This design comes from an exercise in tuning for small area on the open sky130 flow, not from production work.
Function was checked by simulation only, so behaviour that the tests miss may differ from the original.
No activity file was given, so power comes from the tool's default toggle rates.

==> branch juniper: inputs <==
==> flow/design.v <==
module regfile_pending #(
    parameter int ADDR_W   = 5,
    parameter int ZERO_REG = 1
) (
    input  logic                   clock,
    input  logic                   reset_n,
    input  logic [3:0]             lo1,         
    input  logic [7:0]             hi1,         
    input  logic [3:0]             lo2,         
    input  logic [7:0]             hi2,         
    input  logic [31:1]            wr_dec,      
    input  logic [3:0]             iss_lo,      
    input  logic [7:0]             iss_hi,      
    input  logic                   wb_hit_s1,   
    input  logic                   wb_hit_s2,   
    output logic                   stall,
    output logic [31:0]            pending
);
    logic [31:1] pending_q;
    logic [31:1] pending_d;
    logic        pend_s1, pend_s2;
    for (genvar i = 1; i < 32; i++) begin : g_row
        regfile_pendrow u_row (
            .iss_lo (iss_lo[i % 4]),
            .iss_hi (iss_hi[i / 4]),
            .we     (wr_dec[i]),
            .q      (pending_q[i]),
            .d      (pending_d[i])
        );
    end
    always_ff @(posedge clock or negedge reset_n) begin
        if (!reset_n) begin
            pending_q <= '0;
        end else begin
            pending_q <= pending_d;
        end
    end
    regfile_pendsel u_pend_s1 (.lo (lo1), .hi (hi1), .pend ({pending_q, 1'b0}), .q (pend_s1));
    regfile_pendsel u_pend_s2 (.lo (lo2), .hi (hi2), .pend ({pending_q, 1'b0}), .q (pend_s2));
    assign stall   = (pend_s1 && !wb_hit_s1) || (pend_s2 && !wb_hit_s2);
    assign pending = {pending_q, 1'b0};
endmodule
module regfile_pendrow (
    input  logic iss_lo,
    input  logic iss_hi,
    input  logic we,
    input  logic q,
    output logic d
);
    assign d = (iss_lo && iss_hi) || (q && !we);
endmodule
module regfile_pendsel (
    input  logic [3:0]  lo,
    input  logic [7:0]  hi,
    input  logic [31:0] pend,
    output logic        q
);
    logic [7:0] grp;
    regfile_oh3 u_grp0 (.sel (lo[3:1]), .data (pend[3:1]), .q (grp[0]));
    for (genvar k = 1; k < 8; k++) begin : g_grp
        regfile_oh4 u_grp (.sel (lo), .data (pend[4*k +: 4]), .q (grp[k]));
    end
    regfile_oh8 u_top (.sel (hi), .data (grp), .q (q));
endmodule
module regfile_oh3 (
    input  logic [2:0] sel,
    input  logic [2:0] data,
    output logic       q
);
    assign q = |(sel & data);
endmodule
module regfile_oh4 (
    input  logic [3:0] sel,
    input  logic [3:0] data,
    output logic       q
);
    assign q = |(sel & data);
endmodule
module regfile_oh8 (
    input  logic [7:0] sel,
    input  logic [7:0] data,
    output logic       q
);
    assign q = |(sel & data);
endmodule
module regfile_scoreboard #(
    parameter int DATA_W   = 32,
    parameter int ADDR_W   = 5,
    parameter int ZERO_REG = 1
) (
    input  logic                   clock,
    input  logic                   reset_n,
    input  logic [ADDR_W-1:0]      w_address_s1,
    input  logic [ADDR_W-1:0]      w_address_s2,
    output logic [DATA_W-1:0]      w_data_s1val,
    output logic [DATA_W-1:0]      w_data_s2val,
    input  logic                   w_wr_en,
    input  logic [ADDR_W-1:0]      w_address_d,
    input  logic [DATA_W-1:0]      w_data_dval,
    input  logic                   w_issue_en,
    input  logic [ADDR_W-1:0]      w_issue_addr,
    output logic                   w_stall,
    output logic [(1<<ADDR_W)-1:0] w_pending
);
    logic [31:0] regs_q [1:31];
    logic [31:0] regs_d [1:31];
    logic [31:1] wr_dec_n;
    logic [31:1] valid_q, valid_d;
    logic [3:0]  lo1, lo2, lod, loi;
    logic [7:0]  hi1, hi2, hid, hii;
    logic [31:1] wr_dec, sel_s1, sel_s2;
    logic        wb_hit_s1, wb_hit_s2, byp_s1, byp_s2;
    regfile_predec2  u_lo1 (.a (w_address_s1[1:0]), .y (lo1));
    regfile_predec2  u_lo2 (.a (w_address_s2[1:0]), .y (lo2));
    regfile_predec2  u_lod (.a (w_address_d[1:0]),  .y (lod));
    regfile_predec2  u_loi (.a (w_issue_addr[1:0]), .y (loi));
    regfile_predec3  u_hi1 (.a (w_address_s1[4:2]), .y (hi1));
    regfile_predec3  u_hi2 (.a (w_address_s2[4:2]), .y (hi2));
    regfile_predec3e u_hid (.a (w_address_d[4:2]),  .en (w_wr_en),    .y (hid));
    regfile_predec3e u_hii (.a (w_issue_addr[4:2]), .en (w_issue_en), .y (hii));
    for (genvar i = 1; i < 32; i++) begin : g_ctl
        regfile_rowctl u_ctl (
            .lo1     (lo1[i % 4]),
            .hi1     (hi1[i / 4]),
            .lo2     (lo2[i % 4]),
            .hi2     (hi2[i / 4]),
            .lod     (lod[i % 4]),
            .hid     (hid[i / 4]),
            .valid_q (valid_q[i]),
            .we      (wr_dec[i]),
            .we_n    (wr_dec_n[i]),
            .sel1    (sel_s1[i]),
            .sel2    (sel_s2[i]),
            .valid_d (valid_d[i])
        );
    end
    assign wb_hit_s1 = w_wr_en && (w_address_d == w_address_s1);
    assign wb_hit_s2 = w_wr_en && (w_address_d == w_address_s2);
    assign byp_s1    = reset_n && wb_hit_s1 && (w_address_s1 != '0);
    assign byp_s2    = reset_n && wb_hit_s2 && (w_address_s2 != '0);
    regfile_pending #(
        .ADDR_W   (ADDR_W),
        .ZERO_REG (ZERO_REG)
    ) u_pending (
        .clock     (clock),
        .reset_n   (reset_n),
        .lo1       (lo1),
        .hi1       (hi1),
        .lo2       (lo2),
        .hi2       (hi2),
        .wr_dec    (wr_dec),
        .iss_lo    (loi),
        .iss_hi    (hii),
        .wb_hit_s1 (wb_hit_s1),
        .wb_hit_s2 (wb_hit_s2),
        .stall     (w_stall),
        .pending   (w_pending)
    );
    always_ff @(posedge clock or negedge reset_n) begin
        if (!reset_n) begin
            valid_q <= '0;
        end else begin
            valid_q <= valid_d;
        end
    end
    for (genvar i = 1; i < 32; i++) begin : g_row
        regfile_hold u_hold (
            .we   (wr_dec[i]),
            .we_n (wr_dec_n[i]),
            .wd   (w_data_dval),
            .q    (regs_q[i]),
            .d    (regs_d[i])
        );
    end
    always_ff @(posedge clock) begin
        for (int i = 1; i < 32; i++) begin
            regs_q[i] <= regs_d[i];
        end
    end
    for (genvar b = 0; b < DATA_W; b++) begin : g_rd
        logic [31:1] col;
        for (genvar i = 1; i < 32; i++) begin : g_col
            assign col[i] = regs_q[i][b];
        end
        regfile_rdbit u_rd1 (
            .sel  ({sel_s1, byp_s1}),
            .data ({col, w_data_dval[b]}),
            .q    (w_data_s1val[b])
        );
        regfile_rdbit u_rd2 (
            .sel  ({sel_s2, byp_s2}),
            .data ({col, w_data_dval[b]}),
            .q    (w_data_s2val[b])
        );
    end
endmodule
module regfile_rowctl (
    input  logic lo1,
    input  logic hi1,
    input  logic lo2,
    input  logic hi2,
    input  logic lod,
    input  logic hid,
    input  logic valid_q,
    output logic we,
    output logic we_n,
    output logic sel1,
    output logic sel2,
    output logic valid_d
);
    logic live;
    regfile_and2  u_we   (.a ({lod, hid}),       .y (we));
    regfile_inv   u_we_n (.a (we),               .y (we_n));
    assign live    = valid_q && !we;
    regfile_and3 u_sel1 (.a ({lo1, hi1, live}), .y (sel1));
    regfile_and3 u_sel2 (.a ({lo2, hi2, live}), .y (sel2));
    assign valid_d = valid_q || we;
endmodule
module regfile_hold (
    input  logic        we,
    input  logic        we_n,
    input  logic [31:0] wd,
    input  logic [31:0] q,
    output logic [31:0] d
);
    assign d = ({32{we}} & wd) | ({32{we_n}} & q);
endmodule
module regfile_and2 (
    input  logic [1:0] a,
    output logic       y
);
    assign y = &a;
endmodule
module regfile_and3 (
    input  logic [2:0] a,
    output logic       y
);
    assign y = &a;
endmodule
module regfile_predec2 (
    input  logic [1:0] a,
    output logic [3:0] y
);
    for (genvar k = 0; k < 4; k++) begin : g_y
        assign y[k] = (a == 2'(k));
    end
endmodule
module regfile_predec3 (
    input  logic [2:0] a,
    output logic [7:0] y
);
    for (genvar k = 0; k < 8; k++) begin : g_y
        assign y[k] = (a == 3'(k));
    end
endmodule
module regfile_predec3e (
    input  logic [2:0] a,
    input  logic       en,
    output logic [7:0] y
);
    for (genvar k = 0; k < 8; k++) begin : g_y
        assign y[k] = en && (a == 3'(k));
    end
endmodule
module regfile_rdbit (
    input  logic [31:0] sel,
    input  logic [31:0] data,
    output logic        q
);
    logic [10:0] grp_n;
    logic [2:0]  part;
    for (genvar g = 0; g < 10; g++) begin : g_grp
        regfile_aoi3 u_aoi (
            .s  (sel[3*g +: 3]),
            .d  (data[3*g +: 3]),
            .qn (grp_n[g])
        );
    end
    regfile_aoi2 u_aoi_last (
        .s  (sel[31:30]),
        .d  (data[31:30]),
        .qn (grp_n[10])
    );
    regfile_nand4 u_nand_0 (.a (grp_n[3:0]),  .y (part[0]));
    regfile_nand4 u_nand_1 (.a (grp_n[7:4]),  .y (part[1]));
    regfile_nand3 u_nand_2 (.a (grp_n[10:8]), .y (part[2]));
    regfile_or3   u_or     (.a (part),        .y (q));
endmodule
module regfile_aoi3 (
    input  logic [2:0] s,
    input  logic [2:0] d,
    output logic       qn
);
    assign qn = ~|(s & d);
endmodule
module regfile_aoi2 (
    input  logic [1:0] s,
    input  logic [1:0] d,
    output logic       qn
);
    assign qn = ~|(s & d);
endmodule
module regfile_inv (
    input  logic a,
    output logic y
);
    assign y = ~a;
endmodule
module regfile_nand3 (
    input  logic [2:0] a,
    output logic       y
);
    assign y = ~&a;
endmodule
module regfile_nand4 (
    input  logic [3:0] a,
    output logic       y
);
    assign y = ~&a;
endmodule
module regfile_or3 (
    input  logic [2:0] a,
    output logic       y
);
    assign y = |a;
endmodule
==> flow/flow/run.sh <==
#!/bin/bash
# Own flow: the standard ORFS layout (standard.sh, unchanged synthesis)
# with these changes:
#  - port buffers are buf_1 instead of the default delay buffer;
#  - before global placement, the AND gates that drive a whole register row
#    are sized up (flow/upsize_fanout.tcl), so they need no buffers;
#  - before repair_design, the other combinational cells are set to the
#    smallest size of their family (flow/downsize.tcl), so repair sizes up
#    only where needed;
#  - CTS uses clkbuf_8 with smaller clusters and no dummy loads.
# Each ORFS step writes its full log under orfs/logs/; standard.sh's own
# output goes to standard.log here.
set -euo pipefail
here=$(pwd)
export BUFFER_PORTS_ARGS="-buffer_cell sky130_fd_sc_hd__buf_1"
export PRE_GLOBAL_PLACE_TCL="$here/flow/upsize_fanout.tcl"
export PRE_RESIZE_TCL="$here/flow/downsize.tcl"
export CTS_ARGS="-sink_clustering_enable -repair_clock_nets -dont_use_dummy_load -buf_list sky130_fd_sc_hd__clkbuf_8 -sink_clustering_size 16 -sink_clustering_max_diameter 50"
bash standard.sh > "$here/standard.log" 2>&1
==> flow/flow/downsize.tcl <==
# Hooked in before repair_design (PRE_RESIZE_TCL): set every combinational
# cell that drives fewer than 16 pins to the smallest-area cell of its
# family (same function, e.g. a22oi_2 -> a22oi_1). repair_design and repair_timing then size up only
# the cells that slew, capacitance or timing need. Flip-flops, clock cells
# and tap cells are left alone.
set family_min [dict create]
set masters {}
foreach db_lib [[ord::get_db] getLibs] { lappend masters {*}[$db_lib getMasters] }
foreach m $masters {
  set n [$m getName]
  if {![regexp {^(sky130_fd_sc_hd__[a-z0-9]+)_([0-9]+)$} $n -> fam drv]} { continue }
  set lc [get_lib_cells -quiet */$n]
  if {$lc == ""} { continue }
  if {[get_property $lc dont_use]} { continue }
  set a [expr {[$m getWidth] * [$m getHeight]}]
  if {![dict exists $family_min $fam] || $a < [lindex [dict get $family_min $fam] 1]} {
    dict set family_min $fam [list $n $a]
  }
}
set skip {^sky130_fd_sc_hd__(df|edf|sdf|dl|clk|tap|fill|decap|conb|diode|buf_|bufbuf|bufinv|lpflow|probe)}
set n_resized 0
foreach inst [[ord::get_db_block] getInsts] {
  set fo 0
  foreach it [$inst getITerms] { if {[$it isOutputSignal] && [$it getNet] ne "NULL"} { set fo [expr {[llength [[$it getNet] getITerms]] - 1}] } }
  if {$fo >= 16} { continue }
  set m [$inst getMaster]
  set n [$m getName]
  if {[regexp $skip $n]} { continue }
  if {![regexp {^(sky130_fd_sc_hd__[a-z0-9]+)_([0-9]+)$} $n -> fam drv]} { continue }
  if {![dict exists $family_min $fam]} { continue }
  set target [lindex [dict get $family_min $fam] 0]
  if {$target ne $n} {
    replace_cell [$inst getName] $target
    incr n_resized
  }
}
puts "downsize.tcl: resized $n_resized instances to the smallest cell of their family"
==> flow/flow/upsize_fanout.tcl <==
# Hooked in before global placement (PRE_GLOBAL_PLACE_TCL): the AND gates
# and inverters that drive 16 or more pins (the row write enables and read
# selects) are sized up (_4 for AND2, _2 for the others), which drives a
# whole row without a buffer.
set n 0
foreach inst [[ord::get_db_block] getInsts] {
  set m [[$inst getMaster] getName]
  if {![regexp {^sky130_fd_sc_hd__(and2|and3|and4|inv)_1$} $m -> fam]} { continue }
  set fo 0
  foreach it [$inst getITerms] {
    if {[$it isOutputSignal] && [$it getNet] ne "NULL"} { set fo [expr {[llength [[$it getNet] getITerms]] - 1}] }
  }
  set size [expr {$fam eq "and2" ? 4 : 2}]
  if {$fo >= 16} { replace_cell [$inst getName] sky130_fd_sc_hd__${fam}_$size; incr n }
}
puts "upsize_fanout.tcl: upsized $n high-fanout drivers"
==> flow/standard.sh <==
#!/bin/bash
# synth_recipe.tcl (not shown) runs the flow's synth.tcl, then flattens the netlist and writes it again
# the make line also repeats each setting of config.mk as NAME=value (left out here)
make -C /OpenROAD-flow-scripts/flow DESIGN_CONFIG=/design/flow/config.mk WORK_HOME=/design/flow/orfs CLKGATE_MAP_FILE= SYNTH_SCRIPT=/design/flow/synth_recipe.tcl "${@:-finish}"
==> flow/config.mk <==
export PLATFORM = sky130hd
export DESIGN_NAME = regfile_scoreboard
export DESIGN_NICKNAME = regfile_scoreboard
export VERILOG_FILES = /design/flow/design.v
export SDC_FILE = /design/flow/constraint.sdc
export NUM_CORES = 4
export LEC_CHECK = 0
export CAP_MARGIN = 20
export CORE_MARGIN = 2
export CORE_UTILIZATION = 25
export PLACE_DENSITY = 0.7
export SLEW_MARGIN = 20
export SYNTH_HIERARCHICAL = 1
==> flow/constraint.sdc <==
create_clock -name core_clock -period 8.0 [get_ports {clock}]
set_input_delay 1.6000 -clock core_clock [delete_from_list [all_inputs] [get_ports {clock}]]
set_output_delay 1.6000 -clock core_clock [all_outputs]
set_load 0.01 [all_outputs]
==> branch harbor: changes against branch juniper <==
==> flow/design.v, changed modules only <==
module regfile_scoreboard #(
    parameter int DATA_W   = 32,
    parameter int ADDR_W   = 5,
    parameter int ZERO_REG = 1
) (
    input  logic                   clock,
    input  logic                   reset_n,
    input  logic [ADDR_W-1:0]      w_address_s1,
    input  logic [ADDR_W-1:0]      w_address_s2,
    output logic [DATA_W-1:0]      w_data_s1val,
    output logic [DATA_W-1:0]      w_data_s2val,
    input  logic                   w_wr_en,
    input  logic [ADDR_W-1:0]      w_address_d,
    input  logic [DATA_W-1:0]      w_data_dval,
    input  logic                   w_issue_en,
    input  logic [ADDR_W-1:0]      w_issue_addr,
    output logic                   w_stall,
    output logic [(1<<ADDR_W)-1:0] w_pending
);
    logic [31:0] regs_q [1:31];
    logic [31:1] valid_q, valid_d;
    logic [3:0]  lo1, lo2, lod, loi;
    logic [7:0]  hi1, hi2, hid, hii;
    logic [31:1] wr_dec, sel_s1, sel_s2;
    logic        wb_hit_s1, wb_hit_s2, byp_s1, byp_s2;
    regfile_predec2  u_lo1 (.a (w_address_s1[1:0]), .y (lo1));
    regfile_predec2  u_lo2 (.a (w_address_s2[1:0]), .y (lo2));
    regfile_predec2  u_lod (.a (w_address_d[1:0]),  .y (lod));
    regfile_predec2  u_loi (.a (w_issue_addr[1:0]), .y (loi));
    regfile_predec3  u_hi1 (.a (w_address_s1[4:2]), .y (hi1));
    regfile_predec3  u_hi2 (.a (w_address_s2[4:2]), .y (hi2));
    regfile_predec3e u_hid (.a (w_address_d[4:2]),  .en (w_wr_en),    .y (hid));
    regfile_predec3e u_hii (.a (w_issue_addr[4:2]), .en (w_issue_en), .y (hii));
    for (genvar i = 1; i < 32; i++) begin : g_ctl
        regfile_rowctl u_ctl (
            .lo1     (lo1[i % 4]),
            .hi1     (hi1[i / 4]),
            .lo2     (lo2[i % 4]),
            .hi2     (hi2[i / 4]),
            .lod     (lod[i % 4]),
            .hid     (hid[i / 4]),
            .valid_q (valid_q[i]),
            .we      (wr_dec[i]),
            .sel1    (sel_s1[i]),
            .sel2    (sel_s2[i]),
            .valid_d (valid_d[i])
        );
    end
    assign wb_hit_s1 = w_wr_en && (w_address_d == w_address_s1);
    assign wb_hit_s2 = w_wr_en && (w_address_d == w_address_s2);
    assign byp_s1    = reset_n && wb_hit_s1 && (w_address_s1 != '0);
    assign byp_s2    = reset_n && wb_hit_s2 && (w_address_s2 != '0);
    regfile_pending #(
        .ADDR_W   (ADDR_W),
        .ZERO_REG (ZERO_REG)
    ) u_pending (
        .clock     (clock),
        .reset_n   (reset_n),
        .lo1       (lo1),
        .hi1       (hi1),
        .lo2       (lo2),
        .hi2       (hi2),
        .wr_dec    (wr_dec),
        .iss_lo    (loi),
        .iss_hi    (hii),
        .wb_hit_s1 (wb_hit_s1),
        .wb_hit_s2 (wb_hit_s2),
        .stall     (w_stall),
        .pending   (w_pending)
    );
    always_ff @(posedge clock or negedge reset_n) begin
        if (!reset_n) begin
            valid_q <= '0;
        end else begin
            valid_q <= valid_d;
        end
    end
    always_ff @(posedge clock) begin
        for (int i = 1; i < 32; i++) begin
            if (wr_dec[i]) begin
                regs_q[i] <= w_data_dval;
            end
        end
    end
    for (genvar b = 0; b < DATA_W; b++) begin : g_rd
        logic [31:1] col;
        for (genvar i = 1; i < 32; i++) begin : g_col
            assign col[i] = regs_q[i][b];
        end
        regfile_rdbit u_rd1 (
            .sel  ({sel_s1, byp_s1}),
            .data ({col, w_data_dval[b]}),
            .q    (w_data_s1val[b])
        );
        regfile_rdbit u_rd2 (
            .sel  ({sel_s2, byp_s2}),
            .data ({col, w_data_dval[b]}),
            .q    (w_data_s2val[b])
        );
    end
endmodule
module regfile_rowctl (
    input  logic lo1,
    input  logic hi1,
    input  logic lo2,
    input  logic hi2,
    input  logic lod,
    input  logic hid,
    input  logic valid_q,
    output logic we,
    output logic sel1,
    output logic sel2,
    output logic valid_d
);
    logic live;
    regfile_and2 u_we   (.a ({lod, hid}),       .y (we));
    assign live    = valid_q && !we;
    regfile_and3 u_sel1 (.a ({lo1, hi1, live}), .y (sel1));
    regfile_and3 u_sel2 (.a ({lo2, hi2, live}), .y (sel2));
    assign valid_d = valid_q || we;
endmodule
module regfile_nand2 (
    input  logic [1:0] a,
    output logic       y
);
    assign y = ~&a;
endmodule
// module regfile_hold removed
// module regfile_inv removed
==> flow/flow/upsize_fanout.tcl (replaced) <==
# Hooked in before global placement (PRE_GLOBAL_PLACE_TCL): the AND gates
# that drive 16 or more pins (the row write enables and read selects) get
# the _2 size of their family, which drives a whole row without a buffer.
set n 0
foreach inst [[ord::get_db_block] getInsts] {
  set m [[$inst getMaster] getName]
  if {![regexp {^sky130_fd_sc_hd__(and2|and3|and4)_1$} $m -> fam]} { continue }
  set fo 0
  foreach it [$inst getITerms] {
    if {[$it isOutputSignal] && [$it getNet] ne "NULL"} { set fo [expr {[llength [[$it getNet] getITerms]] - 1}] }
  }
  if {$fo >= 16} { replace_cell [$inst getName] sky130_fd_sc_hd__${fam}_2; incr n }
}
puts "upsize_fanout.tcl: upsized $n high-fanout drivers"
--- a/flow/config.mk
+++ b/flow/config.mk
@@ -8,6 +8,6 @@
 export CAP_MARGIN = 20
 export CORE_MARGIN = 2
 export CORE_UTILIZATION = 25
-export PLACE_DENSITY = 0.7
+export PLACE_DENSITY = 0.9
 export SLEW_MARGIN = 20
 export SYNTH_HIERARCHICAL = 1
==> qor summary <==
metric	branch juniper	branch harbor
Placeable Area	173000 µm²	169000 µm²
Met3 usage in global routing	9.55%	5.94%
Met1 capacity usage during global routing	26.0%	18.5%
Sequential share of cell area	45.6%	66.4%
Delay of the slowest cell on the worst path	560 ps	610 ps
Std-Cell Rows	153	151
Number of buffers inserted during clock tree synthesis	106	80
Count of unique library cells instantiated by Yosys	36	33
Weighted congestion reported at the end of routability-driven placement	0.935	0.963
Pwr Density	254 nW/µm²	206 nW/µm²
Post-Syn Area per Cell	12.1 µm²	17.8 µm²
Status	timing/DRC/antenna clean	timing/DRC/antenna clean
Worst-Margin Slew	1320 ps	1090 ps
Seq pwr	7.20 mW	6.26 mW
Met2 routing resource usage after global routing	32.4%	26.8%
Nets in the synthesized netlist	3658	2449
Synth Area in Compound Gates	38.0%	18.3%

[static timing again, ports no longer ideal]
In the flow no input, the clock included, has a driving cell. The finished layouts below were timed again as built, in two steps. Step 1: set_driving_cell puts a clkbuf_16 on clock and a buf_2 on each other input, an assumption about the parent block. Step 2, shift: input delay + t, output delay - t, t = (earliest + latest rising clock arrival at the registers) / 2. This alone moves slack from input paths to output paths. Slacks: ideal / step 1 / step 2; pairs: ideal / step 1.
| run | t, ns | setup WS [ns] | worst hold slack (ns) | worst data-port slew with drivers (ns) | pins driven straight from the clock port |
|---|---|---|---|---|---|
| branch juniper | 0.848 | 1.081 / 1.054 / 1.054 | 0.466 / 0.466 / 0.466 | 0.18 | 1 |
| branch harbor | 0.805 | 0.998 / 0.973 / 0.973 | 0.474 / 0.474 / 0.474 | 0.17 | 1 |
After both steps setup and hold are still met in every run listed. The setup slack of branch juniper, which loses most, moves by -0.027 ns with the drivers and by -0.027 ns with both steps.
